Background: an optimization exercise with open tools, aiming at small area. Do not read the settings as production practice. Only simulation tests tie the RTL to the original design; equivalence was not proved.

==> flow/run.sh <==
#!/bin/bash
# synth_recipe.tcl (not shown) runs the flow's synth.tcl, then flattens the netlist and writes it again
# the make line also repeats each setting of config.mk as NAME=value (left out here)
make -C /OpenROAD-flow-scripts/flow DESIGN_CONFIG=/design/flow/config.mk WORK_HOME=/design/flow/orfs CLKGATE_MAP_FILE= SYNTH_SCRIPT=/design/flow/synth_recipe.tcl finish
==> flow/config.mk <==
export PLATFORM = sky130hd
export DESIGN_NAME = multi_pwm_dbuf
export DESIGN_NICKNAME = multi_pwm_dbuf
export VERILOG_FILES = /design/flow/design.v
export SDC_FILE = /design/flow/constraint.sdc
export NUM_CORES = 4
export LEC_CHECK = 0
export CAP_MARGIN = 20
export CORE_MARGIN = 2
export CORE_UTILIZATION = 40
export SLEW_MARGIN = 20
==> flow/constraint.sdc <==
create_clock -name core_clock -period 10.0 [get_ports {clk}]
set_input_delay 2.0000 -clock core_clock [delete_from_list [all_inputs] [get_ports {clk}]]
set_output_delay 2.0000 -clock core_clock [all_outputs]
set_load 0.01 [all_outputs]
==> flow/design.v <==
`default_nettype none
package multi_pwm_pkg;
    localparam int NCH_DEFAULT   = 24;
    localparam int WIDTH_DEFAULT = 10;
    function automatic integer ch_idx_width(input integer nch);
        if (nch > 1) ch_idx_width = $clog2(nch);
        else         ch_idx_width = 1;
    endfunction
    typedef logic [WIDTH_DEFAULT-1:0] count_t;
endpackage
`default_nettype wire
`default_nettype none
module pwm_chan_cmp
#(
    parameter int WIDTH = multi_pwm_pkg::WIDTH_DEFAULT
) (
    input  logic             clk,
    input  logic             reset_n,
    input  logic             load_i,
    input  logic [WIDTH-1:0] ton_s_i,
    input  logic [WIDTH-1:0] phase_s_i,
    input  logic [WIDTH-1:0] cnt_i,
    input  logic [WIDTH-1:0] period_i,
    input  logic             oe_i,
    output logic             pwm_o
);
    logic [WIDTH-1:0] ton_a_q;
    logic [WIDTH-1:0] phase_a_q;
    logic             pwm_q;
    logic [WIDTH-1:0] w_ph;
    logic [WIDTH:0]   w_diff;
    logic [WIDTH:0]   w_dist;
    logic             w_raw;
    always_comb begin
        w_ph   = (phase_a_q < period_i) ? phase_a_q : '0;
        w_diff = {1'b0, cnt_i} - {1'b0, w_ph};
        w_dist = w_diff[WIDTH] ? (w_diff + {1'b0, period_i}) : w_diff;
        w_raw  = (period_i != '0) && (w_dist < {1'b0, ton_a_q});
    end
    always_ff @(posedge clk or negedge reset_n) begin
        if (!reset_n) begin
            ton_a_q   <= '0;
            phase_a_q <= '0;
            pwm_q     <= 1'b0;
        end else begin
            if (load_i) begin
                ton_a_q   <= ton_s_i;
                phase_a_q <= phase_s_i;
            end
            pwm_q <= w_raw & oe_i;
        end
    end
    assign pwm_o = pwm_q;
endmodule
`default_nettype wire
`default_nettype none
module multi_pwm_dbuf
#(
    parameter int NCH   = multi_pwm_pkg::NCH_DEFAULT,
    parameter int WIDTH = multi_pwm_pkg::WIDTH_DEFAULT
) (
    input  logic                           clk,
    input  logic                           reset_n,
    input  logic                           wr_en,
    input  logic [multi_pwm_pkg::ch_idx_width(NCH)-1:0]   wr_ch,
    input  logic [WIDTH-1:0]               wr_ton,
    input  logic [WIDTH-1:0]               wr_phase,
    input  logic                           period_wr,
    input  logic [WIDTH-1:0]               period_in,
    input  logic                           commit,
    input  logic [NCH-1:0]                 oe,
    output logic [NCH-1:0]                 pwm_out,
    output logic                           period_start,
    output logic                           update_pending,
    output logic                           update_done
);
    localparam int CHW = multi_pwm_pkg::ch_idx_width(NCH);
    logic [WIDTH-1:0] period_a_q;
    logic [WIDTH-1:0] period_s_q;
    logic [WIDTH-1:0] cnt_q;
    logic [WIDTH-1:0] cnt_d;
    logic             pending_q;
    logic             pending_d;
    logic             period_start_q;
    logic             update_done_q;
    logic             w_running;
    logic             w_boundary;
    logic             w_xfer;
    always_comb begin
        w_running  = (period_a_q != '0);
        w_boundary = w_running && (cnt_q == (period_a_q - WIDTH'(1)));
        w_xfer     = pending_q && (w_boundary || !w_running);
        pending_d  = w_xfer ? 1'b0 : (pending_q | commit);
        if (w_xfer || w_boundary || !w_running) begin
            cnt_d = '0;
        end else begin
            cnt_d = cnt_q + WIDTH'(1);
        end
    end
    always_ff @(posedge clk or negedge reset_n) begin
        if (!reset_n) begin
            period_a_q     <= '0;
            period_s_q     <= '0;
            cnt_q          <= '0;
            pending_q      <= 1'b0;
            period_start_q <= 1'b0;
            update_done_q  <= 1'b0;
        end else begin
            if (w_xfer) begin
                period_a_q <= period_s_q;
            end
            if (period_wr) begin
                period_s_q <= period_in;
            end
            cnt_q          <= cnt_d;
            pending_q      <= pending_d;
            period_start_q <= w_running && (cnt_q == '0);
            update_done_q  <= w_xfer;
        end
    end
    generate
        for (genvar c = 0; c < NCH; c++) begin : g_chan
            logic [WIDTH-1:0] ton_s_q;
            logic [WIDTH-1:0] phase_s_q;
            logic             w_wr;
            assign w_wr = wr_en && (wr_ch == CHW'(c));
            always_ff @(posedge clk or negedge reset_n) begin
                if (!reset_n) begin
                    ton_s_q   <= '0;
                    phase_s_q <= '0;
                end else if (w_wr) begin
                    ton_s_q   <= wr_ton;
                    phase_s_q <= wr_phase;
                end
            end
            pwm_chan_cmp #(
                .WIDTH (WIDTH)
            ) u_cmp (
                .clk       (clk),
                .reset_n   (reset_n),
                .load_i    (w_xfer),
                .ton_s_i   (ton_s_q),
                .phase_s_i (phase_s_q),
                .cnt_i     (cnt_q),
                .period_i  (period_a_q),
                .oe_i      (oe[c]),
                .pwm_o     (pwm_out[c])
            );
        end
    endgenerate
    assign period_start   = period_start_q;
    assign update_pending = pending_q;
    assign update_done    = update_done_q;
endmodule
`default_nettype wire
==> summary.txt <==
sequential cells by signal, summed over array words and instances (netlist names):
register	flops
update_done_q	1
period_s_q	10
g_chan.u_cmp.ton_a_q	240
g_chan.phase_s_q	240
g_chan.u_cmp.phase_a_q	240
period_a_q	10
pending_q	1
g_chan.u_cmp.pwm_q	24
period_start_q	1
g_chan.ton_s_q	240
cnt_q	10
cell usage in the layout (no fill, tap or decap), types with 101 or more instances in the layout:
| cell type | n |
|---|---|
| clkbuf_16 | 115 |
| nand2_1 | 442 |
| mux2_2 | 798 |
| dfrtp_1 | 998 |
| o21ai_0 | 204 |
| a21oi_1 | 349 |
| o21a_1 | 120 |
| nor2_1 | 289 |
| xnor2_1 | 211 |
| nand3_1 | 136 |
| nor3_1 | 157 |
| ha_1 | 939 |
| inv_1 | 385 |
| xor2_1 | 128 |
| o211ai_1 | 105 |
| a21o_1 | 153 |
| mux2_1 | 300 |
| nor2b_1 | 101 |
worst max-delay path, stage by stage (launching register included):
cell,delay [ns]
dfrtp_2,0.42
inv_4,0.46
buf_4,0.75
ha_1,0.35
a21o_1,0.15
a21oi_1,0.13
o21ai_0,0.08
a211oi_1,0.81
o211a_1,0.28
ha_1,0.15
inv_1,0.05
fa_1,0.40
a21o_1,0.20
a21oi_1,0.18
xnor2_1,0.18
ha_1,0.33
nand3_1,0.10
o211ai_1,0.12
o41ai_1,0.52
nor4bb_1,0.12
o31ai_1,0.23
a21bo_2,0.25
ha_1,0.28
nand3_1,0.13
nor3_1,0.07
nor4b_1,0.27
o211ai_1,0.14
a211oi_1,0.23
layout make-up:
class	instances	area, µm²	area share [%]
Tap cell	2355	2950	3.72
Sequential cell	1017	25500	32.1
Inverter	398	1500	1.90
Timing Repair Buffer	168	1540	1.94
Clock inverter	48	805	1.01
Clock buffer	163	3310	4.17
Multi-Input combinational cell	5162	43700	55.1
Antenna cell	13	32.5	0.0410
kinds of logic after synthesis:
kind of cell	share of synthesized area (%)
compound gates	12.1
flops	35.5
simple gates	9.46
fa+ha+maj	17.7
mux	17.4
buf+inv	3.79
xor+xnor	4.14
metal layers:
metal	global-route usage, %	vias to the layer above	part of all wire, %
li1	-	24800	-
met1	29.4	26100	44
met2	37.8	1139	48
met3	2.57	310	5.0
met4	7.08	0	3.0
met5	0	-	0
stage by stage:
step                      hold WS [ns]  cell area [µm²]  setup slack, ns  cells
after floorplan                  0.458            71800             2.43   6786
after global placement           0.464            75100             2.68   9096
after detailed placement         0.472            75100             2.46   9097
after CTS                        0.472            79200             2.44   9308
after global routing             0.492            79300             1.82   9314
final                            0.469            79300             2.47   9324
final timing paths:
kind	cells after the start	to	slack, ns
max	27	g_chan[7].u_cmp.pwm_q	2.47
min in group asynchronous	1	g_chan[0].u_cmp.ton_a_q[0]	1.22
max in group asynchronous	3	g_chan[7].u_cmp.ton_a_q[8]	6.75
max reg2reg	27	g_chan[7].u_cmp.pwm_q	2.47
min	1	g_chan[0].u_cmp.phase_a_q[1]	0.47
min reg2reg	1	g_chan[0].u_cmp.phase_a_q[1]	0.47
==> summary.md <==
| Metric | Value |
|---|---|
| Run status | `timing/DRC/antenna clean` |
| Htree depth | `3` |
| Worst Tran Pin Value | `1.08 ns` |
| Longest Clk Path Bufs | `3` |
| CTS Root Cell | `clkbuf_16` |
| CP Launch Type | `flip-flop` |
| Crit. Startpoint | `period_a_q[1]` |
| Core Area | `178000 µm²` |
| Main flop type after synthesis | `dfrtp_1` |
| Final min period | `7.53 ns` |
| IO buf count | `90` |
| Slew Limit Fails | `0` |
| HP Start | `g_chan[0].phase_s_q[1]` |
| Cell variety after synth | `81` |
| Via count | `52300` |
| Ys async rst share | `100%` |
| Area contributors post-synth | `dfrtp_1 35%, ha_1 16%, mux2_2 13%, mux2_1 4.7%, xnor2_1 2.6%` |
| Layout cells sized above 1 | `16.7%` |
| Flops & latches, synth | `1017` |
| Required time worst endpoint | `10.67 ns` |
| Post-synth top area share | `35.5%` |
| R2r startpoint | `period_a_q[1]` |
| Avg Cell Area, Syn | `10.6 µm²` |
| Overall routing resource usage | `22.2%` |
| EDFF count, synth | `0` |
| Vias in the first global route | `52100` |
| Synthesized area | `71800 µm²` |
| # hold bufs at CTS | `0` |
| Crit. End Element | `flip-flop` |
| Period utilization | `75.3%` |
| Leading area contributor after synthesis | `dfrtp_1` |
| Relative slew slack | `28.3%` |
| Max Freq | `0.133 GHz` |
| Clk_skew | `0.0546 ns` |
| Clock sink count | `1017` |
| Clock slew at reported path FFs | `0.06 ns` |
| Max Cap Viol | `0` |
| Largest net degree at the start of global routing | `170` |
| Die ar. | `183000 µm²` |
| DR WL/cell | `21.9 µm` |
| Starting Density | `40.2%` |
| Register area share after synthesis | `35.5%` |
| DRC viols | `0` |
| Post-CTS sizing | `0` |
| Antenna violations before repair | `27` |
| Final Setup Violations | `0` |
| Top Ports | `91` |
| CTS tree | `built` |
| Syn Inst Count | `6786` |
| Die W | `428 µm` |
| Final Core Density | `44.5%` |
| Post-CTS setup buffers | `0` |
| Syn_nets | `7837` |
| DRT antenna net count | `0` |
| Die height | `428 µm` |
| WP data arrival | `8.20 ns` |
| Final net count | `7912` |
| DP HPWL | `130000 µm` |
| Commonest cells post-synth | `1017 x dfrtp_1, 939 x ha_1, 798 x mux2_2` |
| Hold WC Path Type | `flip-flop to flip-flop` |
| TritonCTS Buffers | `114` |
| CP Class | `flip-flop to flip-flop` |
| Clock Latency Late Sink | `0.78 ns` |
| Most frequent cell after synthesis | `dfrtp_1` |
| Endpoints failing hold | `0` |
| Row cnt | `155` |
| Gr ovfl total | `0` |
| Initial DRC count | `3481` |
| Fill cell count | `16700` |
| Unrepaired setup endpoints after global routing | `false` |
| Vias/cell | `5.61` |
| Routed WL | `204000 µm` |
| Placer Congestion | `0.864` |
| 1st-pass router iterations | `5` |
| Setup TNS | `0 ns` |
| Crit Path Max Fanout | `28` |
| Global-route wire length before repair | `312000 µm` |
| Area Growth Syn to Fin | `10.5%` |
| Synth warn | `2` |

==> static timing again, ports no longer ideal <==
In the flow no input, the clock included, has a driving cell. The finished layout below was timed again as built, in two steps. Step 1, drivers: a clkbuf_16 drives clk and a buf_2 each remaining input, both assumed. Step 2, shift: input delay + t, output delay - t, t = (earliest + latest rising clock arrival at the registers) / 2. This alone moves slack from input paths to output paths. a / b / c = ideal ports / drivers / drivers and shift; a / b = the first two.
t (ns): 0.848
setup slack, ns: 2.466 / 2.466 / 2.466
worst hold slack (ns): 0.469 / 0.469 / 0.469
worst setup path at the end: register to register
worst register clock-pin slew, ns: 0.07 / 0.07
After both steps this run still meets setup and hold. For this run, drivers alone change the setup slack by 0.000 ns; drivers and shift together by 0.000 ns.
